Background: an optimization exercise with open tools, aiming at small area, a short achievable clock period and few clock cycles. Do not read the settings as production practice. Only simulation tests tie the RTL to the original design; equivalence was not proved.

`design/flow/config.mk`:
```
export PLATFORM = sky130hd
export DESIGN_NAME = nearest_free_point_matcher
export DESIGN_NICKNAME = nearest_free_point_matcher
export VERILOG_FILES = /design/flow/design.v
export SDC_FILE = /design/flow/constraint.sdc
export NUM_CORES = 4
export LEC_CHECK = 0
export CAP_MARGIN = 20
export CORE_MARGIN = 2
export CORE_UTILIZATION = 40
export SLEW_MARGIN = 20
```
`design/flow/constraint.sdc`:
```
create_clock -name core_clock -period 11.0 [get_ports {clock}]
set_input_delay 2.2000 -clock core_clock [delete_from_list [all_inputs] [get_ports {clock}]]
set_output_delay 2.2000 -clock core_clock [all_outputs]
set_load 0.01 [all_outputs]
```
`design/flow/design.v`:
```
package nfpm_pkg;
   localparam int MAX_POINTS_DEF  = 64;
   localparam int COORD_WIDTH_DEF = 16;
   localparam int CMD_W    = 2;
   localparam int STATUS_W = 3;
   localparam int INDEX_W  = 6;
   localparam int DIST_W   = 33;
   typedef enum logic [CMD_W-1:0] {
      CMD_CLEAR  = 2'd0,
      CMD_ADD    = 2'd1,
      CMD_QUERY  = 2'd2,
      CMD_REPORT = 2'd3
   } cmd_type;
   typedef enum logic [STATUS_W-1:0] {
      STS_MATCHED = 3'd0,
      STS_NO_FREE = 3'd1,
      STS_UNUSED  = 3'd2,
      STS_NONE    = 3'd3,
      STS_FULL    = 3'd4
   } status_type;
   typedef enum logic [2:0] {
      ST_IDLE,
      ST_Q_SEEK,
      ST_Q_X,
      ST_Q_Y,
      ST_Q_CMP,
      ST_REPORT,
      ST_SINGLE
   } state_type;
endpackage
module nfpm_ram #(
   parameter int WIDTH = 32,
   parameter int DEPTH = 64,
   localparam int AW = (DEPTH > 1) ? $clog2(DEPTH) : 1
) (
   input  logic             clock,
   input  logic             wr_en,
   input  logic [AW-1:0]    wr_addr,
   input  logic [WIDTH-1:0] wr_data,
   input  logic             rd_en,
   input  logic [AW-1:0]    rd_addr,
   output logic [WIDTH-1:0] rd_data
);
   logic [WIDTH-1:0] mem [DEPTH];
   logic [WIDTH-1:0] rd_data_ff;
   always_ff @(posedge clock) begin
      if (wr_en) begin
         mem[wr_addr] <= wr_data;
      end
      if (rd_en) begin
         rd_data_ff <= mem[rd_addr];
      end
   end
   assign rd_data = rd_data_ff;
endmodule
module nearest_free_point_matcher #(
   parameter int MAX_POINTS  = nfpm_pkg::MAX_POINTS_DEF,
   parameter int COORD_WIDTH = nfpm_pkg::COORD_WIDTH_DEF
) (
   input  logic                                clock,
   input  logic                                reset,
   input  logic                                req_valid,
   output logic                                req_ready,
   input  logic [nfpm_pkg::CMD_W-1:0]          req_cmd,
   input  logic signed [COORD_WIDTH-1:0]       req_pos_x,
   input  logic signed [COORD_WIDTH-1:0]       req_pos_y,
   output logic                                rsp_valid,
   input  logic                                rsp_ready,
   output logic [nfpm_pkg::STATUS_W-1:0]       rsp_status,
   output logic [nfpm_pkg::INDEX_W-1:0]        rsp_point_index,
   output logic [nfpm_pkg::DIST_W-1:0]         rsp_dist_sq,
   output logic                                rsp_last
);
   localparam int IW     = (MAX_POINTS > 1) ? $clog2(MAX_POINTS) : 1;
   localparam int CNT_W  = $clog2(MAX_POINTS + 1);
   localparam int SQ_W   = 2 * COORD_WIDTH;
   localparam int SUM_W  = 2 * COORD_WIDTH + 1;
   localparam int DIST_W = nfpm_pkg::DIST_W;
   localparam int INDEX_W = nfpm_pkg::INDEX_W;
   nfpm_pkg::state_type  state_ff, state_in;
   logic [CNT_W-1:0]     count_ff, count_in;
   logic [MAX_POINTS-1:0] used_ff, used_in;
   logic [CNT_W-1:0]     idx_ff, idx_in;
   logic                 found_ff, found_in;
   logic [IW-1:0]        best_idx_ff, best_idx_in;
   logic [SUM_W-1:0]     best_dist_ff, best_dist_in;
   logic signed [COORD_WIDTH-1:0] qx_ff, qx_in, qy_ff, qy_in;
   logic [SQ_W-1:0]      sq_a_ff, sq_a_in, sq_b_ff, sq_b_in;
   nfpm_pkg::status_type pend_ff, pend_in;
   logic                 rsp_valid_ff, rsp_valid_in;
   nfpm_pkg::status_type rsp_status_ff, rsp_status_in;
   logic [INDEX_W-1:0]   rsp_index_ff, rsp_index_in;
   logic [DIST_W-1:0]    rsp_dist_ff, rsp_dist_in;
   logic                 rsp_last_ff, rsp_last_in;
   logic                 ram_wr_en;
   logic                 ram_rd_en;
   logic [2*COORD_WIDTH-1:0] ram_wr_data;
   logic [2*COORD_WIDTH-1:0] ram_rd_data;
   logic signed [COORD_WIDTH-1:0] opnd_a, opnd_b;
   logic signed [COORD_WIDTH:0]   diff;
   logic [COORD_WIDTH:0]          diff_neg;
   logic [COORD_WIDTH-1:0]        mag;
   logic [SQ_W-1:0]               sq_prod;
   logic [SUM_W-1:0]              sum;
   logic                  accept;
   logic                  out_free;
   logic                  table_full;
   logic                  scan_done;
   logic                  cur_used;
   logic [MAX_POINTS-1:0] free_vec;
   logic [MAX_POINTS-1:0] above_vec;
   logic                  more_above;
   logic [IW+INDEX_W-1:0] idx_ext;
   logic [IW+INDEX_W-1:0] best_ext;
   logic [SUM_W+DIST_W-1:0] dist_ext;
   nfpm_ram #(
      .WIDTH (2 * COORD_WIDTH),
      .DEPTH (MAX_POINTS)
   ) u_ram (
      .clock   (clock),
      .wr_en   (ram_wr_en),
      .wr_addr (count_ff[IW-1:0]),
      .wr_data (ram_wr_data),
      .rd_en   (ram_rd_en),
      .rd_addr (idx_ff[IW-1:0]),
      .rd_data (ram_rd_data)
   );
   assign ram_wr_data = {req_pos_x, req_pos_y};
   always_comb begin
      if (state_ff == nfpm_pkg::ST_Q_Y) begin
         opnd_a = ram_rd_data[COORD_WIDTH-1:0];
         opnd_b = qy_ff;
      end else begin
         opnd_a = ram_rd_data[2*COORD_WIDTH-1:COORD_WIDTH];
         opnd_b = qx_ff;
      end
   end
   assign diff     = $signed({opnd_a[COORD_WIDTH-1], opnd_a})
                   - $signed({opnd_b[COORD_WIDTH-1], opnd_b});
   assign diff_neg = -diff;
   assign mag      = diff[COORD_WIDTH] ? diff_neg[COORD_WIDTH-1:0] : diff[COORD_WIDTH-1:0];
   assign sq_prod  = {{COORD_WIDTH{1'b0}}, mag} * {{COORD_WIDTH{1'b0}}, mag};
   assign sum      = {1'b0, sq_a_ff} + {1'b0, sq_b_ff};
   assign accept     = req_valid && req_ready;
   assign out_free   = !rsp_valid_ff || rsp_ready;
   assign table_full = (count_ff == CNT_W'(MAX_POINTS));
   assign scan_done  = (idx_ff == count_ff);
   assign cur_used   = used_ff[idx_ff[IW-1:0]];
   assign idx_ext    = {{INDEX_W{1'b0}}, idx_ff[IW-1:0]};
   assign best_ext   = {{INDEX_W{1'b0}}, best_idx_ff};
   assign dist_ext   = {{DIST_W{1'b0}}, best_dist_ff};
   always_comb begin
      for (int k = 0; k < MAX_POINTS; k++) begin
         free_vec[k]  = !used_ff[k] && (CNT_W'(k) < count_ff);
         above_vec[k] = (CNT_W'(k) > idx_ff);
      end
   end
   assign more_above = |(free_vec & above_vec);
   always_comb begin
      state_in      = state_ff;
      count_in      = count_ff;
      used_in       = used_ff;
      idx_in        = idx_ff;
      found_in      = found_ff;
      best_idx_in   = best_idx_ff;
      best_dist_in  = best_dist_ff;
      qx_in         = qx_ff;
      qy_in         = qy_ff;
      sq_a_in       = sq_a_ff;
      sq_b_in       = sq_b_ff;
      pend_in       = pend_ff;
      ram_wr_en     = 1'b0;
      ram_rd_en     = 1'b0;
      rsp_valid_in  = rsp_valid_ff && !rsp_ready;
      rsp_status_in = rsp_status_ff;
      rsp_index_in  = rsp_index_ff;
      rsp_dist_in   = rsp_dist_ff;
      rsp_last_in   = rsp_last_ff;
      unique case (state_ff)
         nfpm_pkg::ST_IDLE: begin
            if (accept) begin
               idx_in   = '0;
               found_in = 1'b0;
               qx_in    = req_pos_x;
               qy_in    = req_pos_y;
               unique case (req_cmd)
                  nfpm_pkg::CMD_CLEAR: begin
                     count_in = '0;
                     used_in  = '0;
                  end
                  nfpm_pkg::CMD_ADD: begin
                     if (table_full) begin
                        pend_in  = nfpm_pkg::STS_FULL;
                        state_in = nfpm_pkg::ST_SINGLE;
                     end else begin
                        ram_wr_en                  = 1'b1;
                        used_in[count_ff[IW-1:0]]  = 1'b0;
                        count_in                   = count_ff + CNT_W'(1);
                     end
                  end
                  nfpm_pkg::CMD_QUERY: begin
                     state_in = nfpm_pkg::ST_Q_SEEK;
                  end
                  nfpm_pkg::CMD_REPORT: begin
                     state_in = nfpm_pkg::ST_REPORT;
                  end
               endcase
            end
         end
         nfpm_pkg::ST_Q_SEEK: begin
            if (scan_done) begin
               pend_in  = found_ff ? nfpm_pkg::STS_MATCHED : nfpm_pkg::STS_NO_FREE;
               state_in = nfpm_pkg::ST_SINGLE;
            end else if (cur_used) begin
               idx_in = idx_ff + CNT_W'(1);
            end else begin
               ram_rd_en = 1'b1;
               state_in  = nfpm_pkg::ST_Q_X;
            end
         end
         nfpm_pkg::ST_Q_X: begin
            sq_a_in  = sq_prod;
            state_in = nfpm_pkg::ST_Q_Y;
         end
         nfpm_pkg::ST_Q_Y: begin
            sq_b_in  = sq_prod;
            state_in = nfpm_pkg::ST_Q_CMP;
         end
         nfpm_pkg::ST_Q_CMP: begin
            if (!found_ff || (sum < best_dist_ff)) begin
               found_in     = 1'b1;
               best_idx_in  = idx_ff[IW-1:0];
               best_dist_in = sum;
            end
            idx_in   = idx_ff + CNT_W'(1);
            state_in = nfpm_pkg::ST_Q_SEEK;
         end
         nfpm_pkg::ST_REPORT: begin
            if (scan_done) begin
               if (found_ff) begin
                  state_in = nfpm_pkg::ST_IDLE;
               end else begin
                  pend_in  = nfpm_pkg::STS_NONE;
                  state_in = nfpm_pkg::ST_SINGLE;
               end
            end else if (cur_used) begin
               idx_in = idx_ff + CNT_W'(1);
            end else if (out_free) begin
               rsp_valid_in  = 1'b1;
               rsp_status_in = nfpm_pkg::STS_UNUSED;
               rsp_index_in  = idx_ext[INDEX_W-1:0];
               rsp_dist_in   = '0;
               rsp_last_in   = !more_above;
               found_in      = 1'b1;
               idx_in        = idx_ff + CNT_W'(1);
            end
         end
         nfpm_pkg::ST_SINGLE: begin
            if (out_free) begin
               rsp_valid_in  = 1'b1;
               rsp_status_in = pend_ff;
               rsp_last_in   = 1'b1;
               if (pend_ff == nfpm_pkg::STS_MATCHED) begin
                  rsp_index_in         = best_ext[INDEX_W-1:0];
                  rsp_dist_in          = dist_ext[DIST_W-1:0];
                  used_in[best_idx_ff] = 1'b1;
               end else begin
                  rsp_index_in = '0;
                  rsp_dist_in  = '0;
               end
               state_in = nfpm_pkg::ST_IDLE;
            end
         end
         default: begin
            state_in = nfpm_pkg::ST_IDLE;
         end
      endcase
   end
   always_ff @(posedge clock) begin
      if (reset) begin
         state_ff     <= nfpm_pkg::ST_IDLE;
         count_ff     <= '0;
         used_ff      <= '0;
         idx_ff       <= '0;
         found_ff     <= 1'b0;
         rsp_valid_ff <= 1'b0;
      end else begin
         state_ff     <= state_in;
         count_ff     <= count_in;
         used_ff      <= used_in;
         idx_ff       <= idx_in;
         found_ff     <= found_in;
         rsp_valid_ff <= rsp_valid_in;
      end
   end
   always_ff @(posedge clock) begin
      best_idx_ff   <= best_idx_in;
      best_dist_ff  <= best_dist_in;
      qx_ff         <= qx_in;
      qy_ff         <= qy_in;
      sq_a_ff       <= sq_a_in;
      sq_b_ff       <= sq_b_in;
      pend_ff       <= pend_in;
      rsp_status_ff <= rsp_status_in;
      rsp_index_ff  <= rsp_index_in;
      rsp_dist_ff   <= rsp_dist_in;
      rsp_last_ff   <= rsp_last_in;
   end
   assign req_ready       = (state_ff == nfpm_pkg::ST_IDLE);
   assign rsp_valid       = rsp_valid_ff;
   assign rsp_status      = rsp_status_ff;
   assign rsp_point_index = rsp_index_ff;
   assign rsp_dist_sq     = rsp_dist_ff;
   assign rsp_last        = rsp_last_ff;
endmodule
```
`design/flow/run.sh`:
```
#!/bin/bash
# synth_recipe.tcl (not shown) runs the flow's synth.tcl, then flattens the netlist and writes it again
# the make line also repeats each setting of config.mk as NAME=value (left out here)
make -C /OpenROAD-flow-scripts/flow DESIGN_CONFIG=/design/flow/config.mk WORK_HOME=/design/flow/orfs CLKGATE_MAP_FILE= SYNTH_SCRIPT=/design/flow/synth_recipe.tcl finish
```
==> impl_metrics.tcl <==
set metrics [dict create \
    grt_max_degree 128 \
    arrival_ps 10850 \
    crit_fanout 12 \
    routed_wl_mm 275 \
    synth_warnings 2 \
    cts_sinks 2342 \
    drc_errors 0 \
    ys_ff_latch 2342 \
    max-cap-violations 0 \
    root_buffer "clkbuf_16" \
    globalRouteTotalUtil 0.212 \
    setup_viol 0 \
    dieArea_sq_um 258000 \
    run_status "finished clean" \
    synth_area_per_cell_sq_um 18.5 \
    port_buffers 82 \
    whs_path_depth 2 \
    crit_type "reg -> reg" \
    hold_buffers 0 \
    worst_slew_pin_slew_ps 1150 \
    critPathTopFamily "adder cells" \
    cp_slowest_cell "fa_1" \
    hold_viol 0 \
    grt_pass1_vias 54551 \
    rsz0062_at_grt "false" \
    fin_tns_setup_ps 0 \
    startpoint_type "flop" \
    vias 53856 \
    ys_types 103 \
    die_height_microns 508 \
    min_path_type "reg -> reg" \
    cts_tree "built" \
    timing.reg2reg.setup_slack_ps 670 \
    fin_util 0.454 \
    synth-seq-area-share 0.683 \
    layout_commonest_cell "edfxtp_1" \
    synth_ff_type "edfxtp_1" \
    layout_common_cells "edfxtp_1, mux4_2, inv_1" \
    vias_per_cell 5.81 \
    start_util 0.402 \
    worst-path-buf-inv 6 \
    clk_latency_ps 910 \
    fp-row-count 185 \
    area_growth_pct 13.1 \
    die_w_microns 508 \
    slew_headroom 0.221 \
    grt_pass1_wl_mm 395 \
    antenna_left 0 \
    hpwl_mm 162 \
    async_reset_ff_frac 0 \
    gp_congestion 0.897 \
    worst_clock_skew_ps 97.2 \
    slowest_delay_ps 600 \
    cp.required_ps 11510 \
    fin_crit_sh 0.939 \
    critPathMostFrequentCell "fa_1" \
    finalMaxSlewViolations 0 \
    final.fill_count 21508 \
    drive_above_1_share 0.225 \
    netlist_top_cells_area "edfxtp_1, mux4_2, fa_1" \
    timing.rr.start "state_ff[2]$_SDFFE_PP0P_" \
    synth_top_cell_area_share 0.667 \
    synth_edf_count 2259 \
    cts_made_buffers 231 \
    num_io_pins 83 \
    r2r_end "sq_b_ff[26]$_DFFE_PP_" \
    htree_levels 4 \
    final_nets 6109 \
    drt-initial-drc-count 5761 \
    core_area_sq_um 253000 \
    overflow 0 \
    grt_antenna_before_repair 13 \
    holdPathEnd "found_ff$_SDFFE_PP0P_" \
    fin_crit_ps 10330 \
    netlist_area_sq_um 102000 \
    r2r.worst_path.cells 34 \
    clock_path_buffers 3 \
    synth_cells 5502 \
    clk_pin_slew_ps 60 \
    synth_top_area_cell "edfxtp_1" \
    wl_per_cell_microns 29.6 \
    worstHoldStart "found_ff$_SDFFE_PP0P_" \
    endpoint_kind "flop" \
    synth_nets 5897 \
    max_freq_mhz 96.8 \
    dr.pass1.iters 5 \
]
==> Yosys cell counts, drive strengths merged, types with 7 or more instances <==
| library cell | count |
|---|---|
| a21o | 51 |
| a31oi | 27 |
| nand4 | 17 |
| a41oi | 7 |
| clkbuf | 131 |
| or3 | 8 |
| xnor2 | 68 |
| a211oi | 93 |
| o22ai | 16 |
| buf | 146 |
| mux4 | 663 |
| and3 | 26 |
| and2 | 26 |
| or2 | 9 |
| dfxtp | 83 |
| o21a | 15 |
| a21oi | 164 |
| nand2 | 251 |
| fa | 165 |
| o21ai | 135 |
| nand3 | 28 |
| nor3 | 38 |
| a2111oi | 10 |
| xor2 | 39 |
| edfxtp | 2259 |
| mux2i | 47 |
| a221oi | 20 |
| o31ai | 10 |
| nor4 | 46 |
| ha | 192 |
| nor2 | 232 |
| nand2b | 33 |
| nor2b | 23 |
| inv | 304 |
==> registers in the layout (all words and copies together), names as in the netlist, 3 cells and up <==
name,count
u_ram.rd_data_ff,32
sq_a_ff,31
pend_ff,3
idx_ff,7
used_ff,64
sq_b_ff,31
qx_ff,16
u_ram.mem,2048
count_ff,7
rsp_status_ff,3
best_dist_ff,33
rsp_dist_ff,33
rsp_index_ff,6
best_idx_ff,6
state_ff,3
qy_ff,16
==> cells by family after synthesis <==
group | synth area share
flops | 0.683
simple gates | 0.0347
mux | 0.152
fa+ha+maj | 0.0563
xor+xnor | 0.00969
compound gates | 0.0415
buf+inv | 0.0231
==> per-stage QoR <==
| step | std cells | worst slack (ps) | cell area [sq um] | hold slack (ps) |
|---|---|---|---|---|
| 2_1_floorplan | 5502 | 548 | 102000 | 406 |
| 4_1_cts | 9263 | 23.2 | 115000 | 536 |
| 6_report | 9275 | 667 | 115000 | 538 |
| 3_5_place_dp | 8838 | 106 | 107000 | 526 |
| 5_1_grt | 9273 | 13.1 | 115000 | 577 |
| 3_3_place_gp | 8838 | 368 | 107000 | 534 |
==> repair_timing <==
action,CTS,global route
endpoints found under the setup margin,0,12
gates resized for setup,0,14
hold endpoints to repair,0,0
setup buffers,0,9
==> worst reg2reg max path: cells and delay by family, from the launching register on <==
family,cells,cell delay (ps)
multiplexers,1,150
flip-flops,1,300
AND/OR/NAND/NOR,4,670
XOR/XNOR,1,380
AO/OA/AOI/OAI,14,3590
buffers and inverters,6,850
adder cells (fa/ha/maj),8,4060
==> how the worst max path moves through the flow <==
stage | start | to | slack, ps | cells past startpoint
3_5_place_dp | state_ff[2]$_SDFFE_PP0P_ | sq_b_ff[26]$_DFFE_PP_ | 110 | 40
3_3_place_gp | state_ff[2]$_SDFFE_PP0P_ | sq_a_ff[26]$_DFFE_PP_ | 370 | 40
4_1_cts | state_ff[2]$_SDFFE_PP0P_ | sq_b_ff[26]$_DFFE_PP_ | 20 | 40
5_1_grt | state_ff[2]$_SDFFE_PP0P_ | sq_a_ff[26]$_DFFE_PP_ | 10 | 38
6_report | state_ff[2]$_SDFFE_PP0P_ | sq_b_ff[26]$_DFFE_PP_ | 670 | 34
2_1_floorplan | state_ff[0]$_SDFFE_PP0P_ | sq_a_ff[26]$_DFFE_PP_ | 550 | 39
==> layer usage <==
layer | track usage | wire length, microns
met5 | 0 | 53
met2 | 0.347 | 134000
met3 | 0.0324 | 18700
met4 | 0.0516 | 6670
met1 | 0.298 | 116000
==> final cells by class <==
cell class | instances | area, sq um | share of cell area
Inverter | 307 | 1160 | 0.0101
Clock inverter | 149 | 1650 | 0.0143
Multi-Input combinational cell | 2576 | 30600 | 0.265
Timing Repair Buffer | 256 | 2070 | 0.0180
Antenna cell | 3 | 7.51 | 0.0000652
Clock buffer | 276 | 5950 | 0.0517
Sequential cell | 2342 | 69500 | 0.604
Tap cell | 3366 | 4210 | 0.0366
Testbench counts, summed over its fixed seeds: cycles 365,430.

## re-timing with driven ports
Ports are ideal in the flow. The routed layout listed here was re-timed in OpenROAD.
Step 1, drivers: a clkbuf_16 drives clock and a buf_2 each remaining input, both assumed.
Step 2 also shifts input and output timing later by t, the mid clock arrival at the registers, as if the neighbouring blocks saw the same clock.
a / b / c = ideal ports / drivers / drivers and shift; a / b = the first two.
t, ns: 0.954
setup WS [ns]: 0.667 / 0.667 / 0.667
worst data-port slew with drivers (ns): 0.11
After both steps setup and hold are still met in this run. The setup slack of this run moves by 0.000 ns with the drivers and by 0.000 ns with both steps.
